This is an optimization exercise on Yosys and OpenROAD, whose aim is small area, a short achievable clock period and few clock cycles, not a production implementation.
The RTL was checked by simulation tests, not by an equivalence proof against the original design.
Power figures rest on the tool's default switching activity, not on a simulated workload.

## flow/design.v (module list and top-level ports; edited modules follow where they fit)
// module decode_stage: 38 lines
// module exec_pipeline: 110 lines
// module mul_s1: 915 lines
// module mul_s2: 126 lines
// module bypass_ctrl: 90 lines
// module reg_file: 30 lines
// module fwd_core_top: 53 lines
module fwd_core_top (
    input  logic               clk_i,
    input  logic               arst_n_i,
    input  isa_pkg::instr_t    instr_i,
    input  logic               instr_valid_i,
    output logic               stall_o,
    output logic               cache_req_o,
    output isa_pkg::word_t     cache_addr_o,
    input  isa_pkg::word_t     cache_data_i,
    input  logic               cache_hit_i,
    output logic               wb_en_o,
    output isa_pkg::reg_addr_t wb_addr_o,
    output isa_pkg::word_t     wb_data_o
);
  // ...
==> flow/flow/run.sh <==
#!/bin/bash
# The standard layout (standard.sh: ORFS from synthesis to finish) with
# these changes to how it is made:
#  - repair_timing is asked for extra setup slack, so it sizes and buffers
#    the paths that set the achieved period;
#  - Yosys leaves full adders to ABC instead of mapping them to fa cells
#    (ADDER_MAP_FILE empty); registers are untouched;
#  - the port buffers are buf_4 cells, and sizing may change a cell's footprint.
# Each ORFS step logs to orfs/logs/...; make's whole output goes to standard.log.
set -uo pipefail
bash standard.sh SETUP_SLACK_MARGIN=8.2 ADDER_MAP_FILE= MATCH_CELL_FOOTPRINT=0 \
    "BUFFER_PORTS_ARGS=-buffer_cell sky130_fd_sc_hd__buf_4" finish > standard.log 2>&1
==> flow/standard.sh <==
#!/bin/bash
# synth_recipe.tcl (not shown) runs the flow's synth.tcl, then flattens the netlist and writes it again
# the make line also repeats each setting of config.mk as NAME=value (left out here)
make -C /OpenROAD-flow-scripts/flow DESIGN_CONFIG=/design/flow/config.mk WORK_HOME=/design/flow/orfs CLKGATE_MAP_FILE= SYNTH_SCRIPT=/design/flow/synth_recipe.tcl "${@:-finish}"
==> flow/config.mk <==
export PLATFORM = sky130hd
export DESIGN_NAME = fwd_core_top
export DESIGN_NICKNAME = fwd_core_top
export VERILOG_FILES = /design/flow/design.v
export SDC_FILE = /design/flow/constraint.sdc
export NUM_CORES = 4
export LEC_CHECK = 0
export CAP_MARGIN = 20
export CORE_MARGIN = 2
export CORE_UTILIZATION = 40
export SLEW_MARGIN = 20
==> flow/constraint.sdc <==
create_clock -name core_clock -period 12.0 [get_ports {clk_i}]
set_input_delay 2.4000 -clock core_clock [delete_from_list [all_inputs] [get_ports {clk_i}]]
set_output_delay 2.4000 -clock core_clock [all_outputs]
set_load 0.01 [all_outputs]
==> results.cfg, run 1 <==
[outcome]
status = finished clean

[logic_synthesis]
synthMuxAreaShare = 0.0135
yosysWarnings = 39
synth.yosys.seq_area_share = 0.537
ys_ff_latch = 1401
synthesis.nets = 6491
syn_area_per_cell_um2 = 11.6
synthTopCellsByCount = edfxtp_1, nand2_1, xnor2_1
synth_xor_area_frac = 0.125

[setup_path]
critPathBufInv = 1
r2r_start = exec_i.mul_q[68]
cp-start-kind = flop
r2r_cells = 16

[global_routing]
grt-ovfl-total = 0
grtUsageMet3 = 0.128
grt_pass1_wl_mm = 453

[cts]
cts_made_buffers = 150
postCtsSetupBuffers = 126
cts_tree = built
clock_latency_ns = 0.84

[layout]
largest-register = rf_i.regs
nNonClkBuffers = 531
multi_input_area_mm2 = 0.0349
final_core_util = 0.475

[detailed_routing]
routed.top_layer = met5
wl_met3_mm = 49.0
route.antenna.remaining_nets = 0
vias = 63500
wl_met2_mm = 142
wl_per_cell_um = 35.8

[hold_path]
min_path_type = reg -> reg
whs_path_depth = 0

[timing]
fin_crit_ns = 3.99
worstMarginPinSlew_ns = 1.16

[floorplan]
rows = 158
nWellTaps = 2480

[power]
powerSeq_mw = 5.70

[placed_design]
portBuffers = 139
Testbench counts, summed over its fixed seeds: cycles 6,337.
==> module exec_pipeline, before the edit <==
module exec_pipeline (
    input  logic               clk_i,
    input  logic               arst_n_i,
    input  logic               issue_i,
    input  logic               d_alu_i,
    input  logic               d_mul_i,
    input  logic               d_ld_i,
    input  logic               d_wr_i,
    input  isa_pkg::reg_addr_t d_rd_i,
    input  isa_pkg::word_t     opa_i,
    input  isa_pkg::word_t     opb_i,
    input  isa_pkg::word_t     cache_data_i,
    input  logic               cache_hit_i,
    output logic               cache_req_o,
    output isa_pkg::word_t     cache_addr_o,
    output logic               freeze_o,
    output logic               e_wr_o,
    output logic               e_alu_o,
    output isa_pkg::reg_addr_t e_rd_o,
    output isa_pkg::word_t     e_sum_o,
    output logic               x2_wr_o,
    output logic               x2_alu_o,
    output logic               x2_mul_o,
    output logic               x2_ld_o,
    output isa_pkg::reg_addr_t x2_rd_o,
    output isa_pkg::word_t     x2_sum_o,
    output isa_pkg::word_t     x2_prod_o,
    output logic               wb_en_o,
    output isa_pkg::reg_addr_t wb_addr_o,
    output isa_pkg::word_t     wb_data_o,
    output isa_pkg::reg_addr_t w_rd_o,
    output isa_pkg::word_t     w_data_o
);
    localparam int MW = 122;
    logic               e_alu_q, e_mul_q, e_ld_q, e_wr_q;
    isa_pkg::reg_addr_t e_rd_q;
    isa_pkg::word_t     opa_q, opb_q, sum;
    logic [MW-1:0]      mul_d, mul_q;
    logic               x2_alu_q, x2_mul_q, x2_ld_q, x2_wr_q;
    isa_pkg::reg_addr_t x2_rd_q;
    isa_pkg::word_t     x2_q, prod;
    logic               wb_v_q;
    isa_pkg::reg_addr_t wb_rd_q, wbo_rd_q;
    isa_pkg::word_t     wb_q, wbo_q;
    logic               freeze;
    assign sum    = opa_q + opb_q;
    assign freeze = x2_ld_q && !cache_hit_i;
    mul_s1 mul_s1_i (.a_i(opa_q), .b_i(opb_q), .r(mul_d));
    mul_s2 mul_s2_i (.r(mul_q), .p_o(prod));
    always_ff @(posedge clk_i or negedge arst_n_i) begin
        if (!arst_n_i) begin
            e_alu_q  <= 1'b0;
            e_mul_q  <= 1'b0;
            e_ld_q   <= 1'b0;
            e_wr_q   <= 1'b0;
            x2_alu_q <= 1'b0;
            x2_mul_q <= 1'b0;
            x2_ld_q  <= 1'b0;
            x2_wr_q  <= 1'b0;
            wb_v_q   <= 1'b0;
        end else begin
            if (!freeze) begin
                e_alu_q  <= issue_i && d_alu_i;
                e_mul_q  <= issue_i && d_mul_i;
                e_ld_q   <= issue_i && d_ld_i;
                e_wr_q   <= issue_i && d_wr_i;
                x2_alu_q <= e_alu_q;
                x2_mul_q <= e_mul_q;
                x2_ld_q  <= e_ld_q;
                x2_wr_q  <= e_wr_q;
            end
            wb_v_q <= x2_wr_q && !freeze;
        end
    end
    always_ff @(posedge clk_i) begin
        if (!freeze) begin
            e_rd_q  <= d_rd_i;
            opa_q   <= opa_i;
            opb_q   <= opb_i;
            x2_rd_q <= e_rd_q;
            x2_q    <= sum;
        end
        mul_q   <= mul_d;
        wb_rd_q <= x2_rd_q;
        wb_q    <= x2_mul_q ? prod : x2_ld_q ? cache_data_i : x2_q;
        if (x2_wr_q && !freeze) begin
            wbo_rd_q <= x2_rd_q;
            wbo_q    <= x2_mul_q ? prod : x2_ld_q ? cache_data_i : x2_q;
        end
    end
    assign cache_req_o  = x2_ld_q;
    assign cache_addr_o = x2_q;
    assign freeze_o     = freeze;
    assign e_wr_o       = e_wr_q;
    assign e_alu_o      = e_alu_q;
    assign e_rd_o       = e_rd_q;
    assign e_sum_o      = sum;
    assign x2_wr_o      = x2_wr_q;
    assign x2_alu_o     = x2_alu_q;
    assign x2_mul_o     = x2_mul_q;
    assign x2_ld_o      = x2_ld_q;
    assign x2_rd_o      = x2_rd_q;
    assign x2_sum_o     = x2_q;
    assign x2_prod_o    = prod;
    assign wb_en_o      = wb_v_q;
    assign wb_addr_o    = wbo_rd_q;
    assign wb_data_o    = wbo_q;
    assign w_rd_o       = wb_rd_q;
    assign w_data_o     = wb_q;
endmodule
==> inputs of run 2 (changes only) <==
--- a/flow/design.v
+++ b/flow/design.v
@@ -130,2 +130,9 @@
     end
+    always_ff @(posedge clk_i or negedge arst_n_i) begin
+        if (!arst_n_i) begin
+            x2_q <= '0;
+        end else if (!freeze) begin
+            x2_q <= sum;
+        end
+    end
     always_ff @(posedge clk_i) begin
@@ -136,3 +143,2 @@
             x2_rd_q <= e_rd_q;
-            x2_q    <= sum;
         end
@@ -141,6 +147,4 @@
         wb_q    <= x2_mul_q ? prod : x2_ld_q ? cache_data_i : x2_q;
-        if (x2_wr_q && !freeze) begin
-            wbo_rd_q <= x2_rd_q;
-            wbo_q    <= x2_mul_q ? prod : x2_ld_q ? cache_data_i : x2_q;
-        end
+        wbo_rd_q <= x2_wr_q ? x2_rd_q : '0;
+        wbo_q    <= x2_wr_q ? (x2_mul_q ? prod : x2_ld_q ? cache_data_i : x2_q) : '0;
     end
--- a/flow/flow/run.sh
+++ b/flow/flow/run.sh
@@ -10,3 +10,3 @@
 set -uo pipefail
-bash standard.sh SETUP_SLACK_MARGIN=8.2 ADDER_MAP_FILE= MATCH_CELL_FOOTPRINT=0 \
+bash standard.sh SETUP_SLACK_MARGIN=8.1 ADDER_MAP_FILE= MATCH_CELL_FOOTPRINT=0 \
     "BUFFER_PORTS_ARGS=-buffer_cell sky130_fd_sc_hd__buf_4" finish > standard.log 2>&1
==> results.cfg, run 2 <==
[outcome]
status = finished clean

[logic_synthesis]
ys_async_sr_fraction = 0.0535
syn_area_per_cell_um2 = 11.4
yosysWarnings = 39
synth.distinct_cells = 83
ys.flop_type = edfxtp_1
synthTopCellsByCount = edfxtp_1, nand2_1, xnor2_1
post_synth_inst_count = 6586
post-synth-top-count-cell = edfxtp_1
synthesis.nets = 6654
synth_area_leaders = edfxtp_1, xnor2_1, dfxtp_1
synth.yosys.seq_area_share = 0.526
ys_ff_latch = 1401
yosysTopAreaCell = edfxtp_1
synth_top_area_frac = 0.440
synth_enable_flop_cells = 1098
netlist_area_mm2 = 0.0749

[cts]
root_buffer = clkbuf_16
clockBufferDepth = 3
cts_tree = built
htreeDepth = 4
clock_latency_ns = 0.83
cts_made_buffers = 150
numClockSinks = 1401
hold_buffers = 0
clkTransAtPathRegs_ns = 0.06

[global_routing]
antenna_found_initial = 19
met2_usage = 0.511
grt_max_degree = 75
grt_pass1_wl_mm = 462
track_usage = 0.341
grtUsageMet3 = 0.127
grt_use_met1 = 0.406
grt_busiest_layer = met2
grt_pass1_vias = 60700
grt-ovfl-total = 0

[detailed_routing]
drt_first_pass_iters = 14
drc_errors = 0
vias = 64200
wl_per_cell_um = 36.2
viasPerCell = 6.86
wl_mm = 339
first_iter_violations = 12200
route.antenna.remaining_nets = 0

[timing]
hold_viol_final = 0
worstMarginPinSlew_ns = 1.25
slew_violations = 0
fmax_mhz = 237
setup_viol = 0
fin_crit_ns = 4.22
fin_crit_sh = 0.351
tns_ns = 0
rsz0062_at_grt = yes
slew-limit-headroom = 0.164
fin_skew_ns = 0.0586

[floorplan]
num_io_pins = 140
rows = 158
design.core.area_mm2 = 0.186
dieArea_mm2 = 0.191
die_h_um = 437
initial_core_util = 0.403
die_w_um = 437

[layout]
final_common_cell = edfxtp_1
final_core_util = 0.466
largest-register = rf_i.regs
largest_reg_flops = 992
drive_above_1_share = 0.153
reg_top3 = rf_i.regs: 992 flops, exec_i.mul_q: 122 flops
final_cell_mix = edfxtp_1, nand2_1, xnor2_1, buf_4, a221oi_1
area_growth_pct = 15.5
final_nets = 6802

[setup_path]
crit_type = reg -> reg
required_ns = 12.54
arrival_ns = 4.75
cp_max_fo = 32
cp-start-kind = flop
crit_path_end_kind = flop

[placed_design]
finalWeightedCongestion = 0.979
portBuffers = 139
dp_hpwl_mm = 197

[power]
power_density_mw_per_mm2 = 205
leakage_nw = 28.2
peakVddDrop_mv = 0.140

[flow_run]
cap_violations = 0

[hold_path]
min_path_type = reg -> reg
==> run 2: where the power goes <==
group	leakage, nW	internal (mW)	switching [mW]
clock	2.49	2.79	2.10
sequential	12.9	6.01	0.604
combinational	12.8	2.30	3.91
==> run 2: final cells by class <==
type / count / area (um2)
clock inverter: 86 / 1080
multi-input combinational: 4697 / 35100
clock buffer: 193 / 4060
antenna: 14 / 35.0
tap: 2480 / 3100
timing repair buffer: 437 / 3500
inverter: 47 / 179
sequential: 1401 / 39500
fill: 16700 / 99300
==> run 2: logic make-up (layout without fill, tap and decap cells) <==
logic type	count (synthesis)	after routing	synth area share
other cells	0	14	0
simple gates	1673	1673	0.0999
fa+ha+maj	331	331	0.0443
mux	77	77	0.0142
xor+xnor	998	998	0.125
buf+inv	488	763	0.0245
compound gates	1618	1618	0.166
flops	1401	1401	0.526
==> run 2: final timing paths <==
check / from / endpoint / slack, ns / cells after the start
worst max-delay path: decode_i.h_q[22] / exec_i.opb_q[28] / 7.78 / 11
worst min-delay path: rf_i.vld_q[0] / rf_i.vld_q[0] / 0.40 / 0
worst max register to register: decode_i.h_q[22] / exec_i.opb_q[28] / 7.78 / 11
worst min register to register: rf_i.vld_q[0] / rf_i.vld_q[0] / 0.40 / 0
max in group asynchronous: arst_n_i / exec_i.x2_q[29] / 9.22 / 2
min in group asynchronous: arst_n_i / rf_i.vld_q[10] / 1.56 / 1
==> run 2: worst max-delay path, cell delays in order, from the launching register on <==
cell,delay (ns)
edfxtp_1,0.32
buf_4,0.29
or3_1,0.33
or2_4,0.42
buf_6,0.49
nand2_1,0.09
a221oi_1,0.22
nand4_1,0.12
o22ai_1,0.89
o21a_1,0.22
o21ai_0,0.10
a221o_1,0.40
==> run 2: timing repair <==
action                     4_1_cts  5_1_grt
gates cloned                     1        3
buffers inserted                36       51
setup endpoints to repair      143      103
gates resized for setup         89      127
pin swaps                       26       50
==> run 2: metrics by stage <==
step                      total power, mW  hold slack (ns)  setup slack (ns)  instances  instance area, um2
after floorplan                      10.0            0.421              8.10       6586               74900
after global placement               12.1            0.391              7.38       8968               79600
after detailed placement             12.2            0.389              7.30       8968               79600
after CTS                            17.2            0.402              7.90       9284               85500
after global routing                 18.2            0.417              7.84       9344               86500
final                                17.7            0.400              7.78       9355               86500
==> run 2: per-layer routing <==
| layer | up-vias | routed length [um] |
|---|---|---|
| met1 | 31000 | 114000 |
| met5 | - | 420 |
| li1 | 25400 | - |
| met4 | 23 | 30500 |
| met2 | 5850 | 143000 |
| met3 | 1829 | 50900 |
Testbench counts of run 2, summed over its fixed seeds: cycles 6,337.
==> inputs of run 3 (changes only) <==
==> flow/flow/run.sh (replaced) <==
#!/bin/bash
# The standard layout (standard.sh: ORFS from synthesis to finish) with
# these changes to how it is made:
#  - repair_timing is asked for extra setup slack, so it sizes and buffers
#    the paths that set the achieved period;
#  - the port buffers are buf_4 cells, and sizing may change a cell's footprint.
# Each ORFS step logs to orfs/logs/...; make's whole output goes to standard.log.
set -uo pipefail
bash standard.sh SETUP_SLACK_MARGIN=8.1 MATCH_CELL_FOOTPRINT=0 \
    "BUFFER_PORTS_ARGS=-buffer_cell sky130_fd_sc_hd__buf_4" finish > standard.log 2>&1
==> results.cfg, run 3 <==
[cts]
cts_made_buffers = 150
cts_tree = built
htreeDepth = 4
clock_latency_ns = 0.84
numClockSinks = 1401
clkTransAtPathRegs_ns = 0.06
root_buffer = clkbuf_16
clockBufferDepth = 3

[setup_path]
startpoint = decode_i.h_q[22]
crit_type = reg -> reg
arrival_ns = 4.76
r2r_start = decode_i.h_q[22]
crit_path_end_kind = flop
endpoint = exec_i.opb_q[2]
r2r_cells = 8
required_ns = 12.47
reg2reg_slack_ns = 7.71
cp-start-kind = flop
reg2reg_to = exec_i.opb_q[2]
cp_max_fo = 33

[floorplan]
die_w_um = 436
rows = 158
initial_core_util = 0.402
design.core.area_mm2 = 0.185
die_h_um = 436
num_io_pins = 140
dieArea_mm2 = 0.190

[detailed_routing]
wl_per_cell_um = 38.6
first_iter_violations = 12900
viasPerCell = 6.87
drt_first_pass_iters = 14
route.antenna.remaining_nets = 0
wl_mm = 348
vias = 61900
drc_errors = 0

[timing]
worstMarginPinSlew_ns = 1.35
slew-limit-headroom = 0.0911
fin_crit_sh = 0.357
setup_viol = 0
slew_violations = 0
rsz0062_at_grt = yes
hold_viol_final = 0
tns_ns = 0
fmax_mhz = 233
fin_skew_ns = 0.0681
fin_crit_ns = 4.29

[power]
power_density_mw_per_mm2 = 126
peakVddDrop_mv = 0.113
totalPowerFinal_mw = 11.0
leakage_nw = 31.8

[logic_synthesis]
synth_area_leaders = edfxtp_1, fa_1, a22oi_1
synthesis.nets = 6770
syn_area_per_cell_um2 = 12.0
synth.distinct_cells = 87
yosysTopAreaCell = edfxtp_1
synthTopCellsByCount = edfxtp_1, a22oi_1, inv_1
yosysWarnings = 39
synth_top_area_frac = 0.443
post_synth_inst_count = 6198
ys.flop_type = edfxtp_1
synth.yosys.seq_area_share = 0.529
netlist_area_mm2 = 0.0745
synth_enable_flop_cells = 1098
ys_ff_latch = 1401
post-synth-top-count-cell = edfxtp_1
ys_async_sr_fraction = 0.0535

[global_routing]
grt_max_degree = 62
grt_pass1_wl_mm = 475
grt_pass1_vias = 60100
antenna_found_initial = 16
grt-ovfl-total = 0
track_usage = 0.357

[layout]
reg_top3 = rf_i.regs: 992 flops, exec_i.mul_q: 122 flops
largest-register = rf_i.regs
final_nets = 6977
drive_above_1_share = 0.164
final_area_mm2 = 0.0867
largest_reg_flops = 992
final_cell_mix = edfxtp_1, a22oi_1, inv_1, and2_1, nand2_1
final_common_cell = edfxtp_1
area_growth_pct = 16.4

[outcome]
status = finished clean

[placed_design]
finalWeightedCongestion = 1.01
portBuffers = 139
dp_hpwl_mm = 203
dpl_cell_area_mm2 = 0.0791

[flow_run]
cap_violations = 0

[hold_path]
min_path_type = reg -> reg
run 3: power by group:
group | internal, mW | switching (mW) | leakage, nW
Clock | 2.82 | 2.11 | 2.48
Combinational | 0.190 | 0.486 | 16.3
Sequential | 5.27 | 0.0729 | 13.0
run 3: through the flow:
stage	utilization	setup WS (ns)	cells	hold WS (ns)
after detailed placement	0.427	7.05	8610	0.460
final	0.468	7.71	9016	0.472
after global routing	0.468	7.82	9008	0.485
after global placement	0.427	7.12	8609	0.452
after floorplan	-	8.11	6198	0.421
after CTS	0.462	7.90	8963	0.469
run 3: cells by family (layout without fill, tap and decap cells):
kind of cell	after synthesis	count (layout)	share of synthesized area
muxes	81	81	0.0138
xor gates and xnor gates	147	147	0.0173
adders and majority gates	504	504	0.126
and+or+nand+nor	1613	1613	0.112
other	0	8	0
AOI/OAI and AO/OA	1555	1555	0.155
buffers and inverters	897	1227	0.0472
DFF	1401	1401	0.529
run 3: critical path, stage by stage (launching register included):
cell	delay [ns]
edfxtp_1	0.38
buf_6	0.24
nor2_1	0.78
nand2_1	0.17
buf_4	0.34
nor2_1	0.67
a21oi_2	0.25
a221oi_1	0.68
o21ai_1	0.35
run 3: timing repair:
action,in CTS,in global routing
hold buffers,0,0
setup endpoints to repair,133,102
cloned,4,1
buffers inserted,74,41
pin swaps,56,80
resized for setup,141,148
run 3: routing by layer:
layer	share of wire	wire length, um	vias up	global-route usage
met4	0.10	35700	10	0.277
met3	0.15	51700	2024	0.145
li1	-	-	23400	-
met1	0.33	114000	30400	0.415
met5	0.00089	309	-	0.0113
met2	0.42	146000	6144	0.523
run 3: area by class of cell:
class / count / area (um2)
fill: 16600 / 98500
sequential: 1401 / 39500
multi-input combinational: 3900 / 33200
clock buffer: 190 / 4030
timing repair buffer: 451 / 3850
tap: 2480 / 3100
inverter: 501 / 1880
clock inverter: 85 / 1170
antenna: 8 / 20.0
run 3: worst min path at each step:
stage                     depth (start not counted)              start  slack [ns]                 to
after detailed placement                          1   decode_i.s_q[18]        0.46   decode_i.s_q[18]
after global placement                            1      exec_i.e_ld_q        0.45     exec_i.x2_ld_q
after CTS                                         0   decode_i.h_q[10]        0.47   exec_i.e_rd_q[3]
after floorplan                                   0  exec_i.x2_rd_q[0]        0.42  exec_i.wb_rd_q[0]
after global routing                              0   decode_i.h_q[10]        0.48   exec_i.e_rd_q[3]
final                                             1   decode_i.s_q[29]        0.47   decode_i.s_q[29]

-- port drivers added, routing unchanged --
The flow's constraints put no driver on any port. The routed layouts listed below were extracted and timed again, unchanged, in two steps. Step 1 assumes that a clkbuf_16 drives the clock port and a buf_2 every other input. Step 2 adds t to the input delays and takes it off the output delays; t is the mean of the earliest and latest rising clock arrival at the registers after step 1. Input paths then give back, and output paths get back, about the clock's delay inside the block. Slacks: ideal / step 1 / step 2; pairs: ideal / step 1.
| run | t (ns) | setup WS [ns] | worst slew at a driven data input, ns | pins driven straight from the clock port |
|---|---|---|---|---|
| run 1 | 0.909 | 8.014 / 7.926 / 7.389 | 0.19 | 1 |
| run 2 | 0.890 | 7.783 / 7.783 / 7.509 | 0.21 | 1 |
| run 3 | 0.895 | 7.710 / 7.710 / 7.458 | 0.11 | 1 |
After both steps setup and hold are still met in every run listed. For run 1, which loses most, drivers alone change the setup slack by -0.088 ns; drivers and shift together by -0.625 ns.
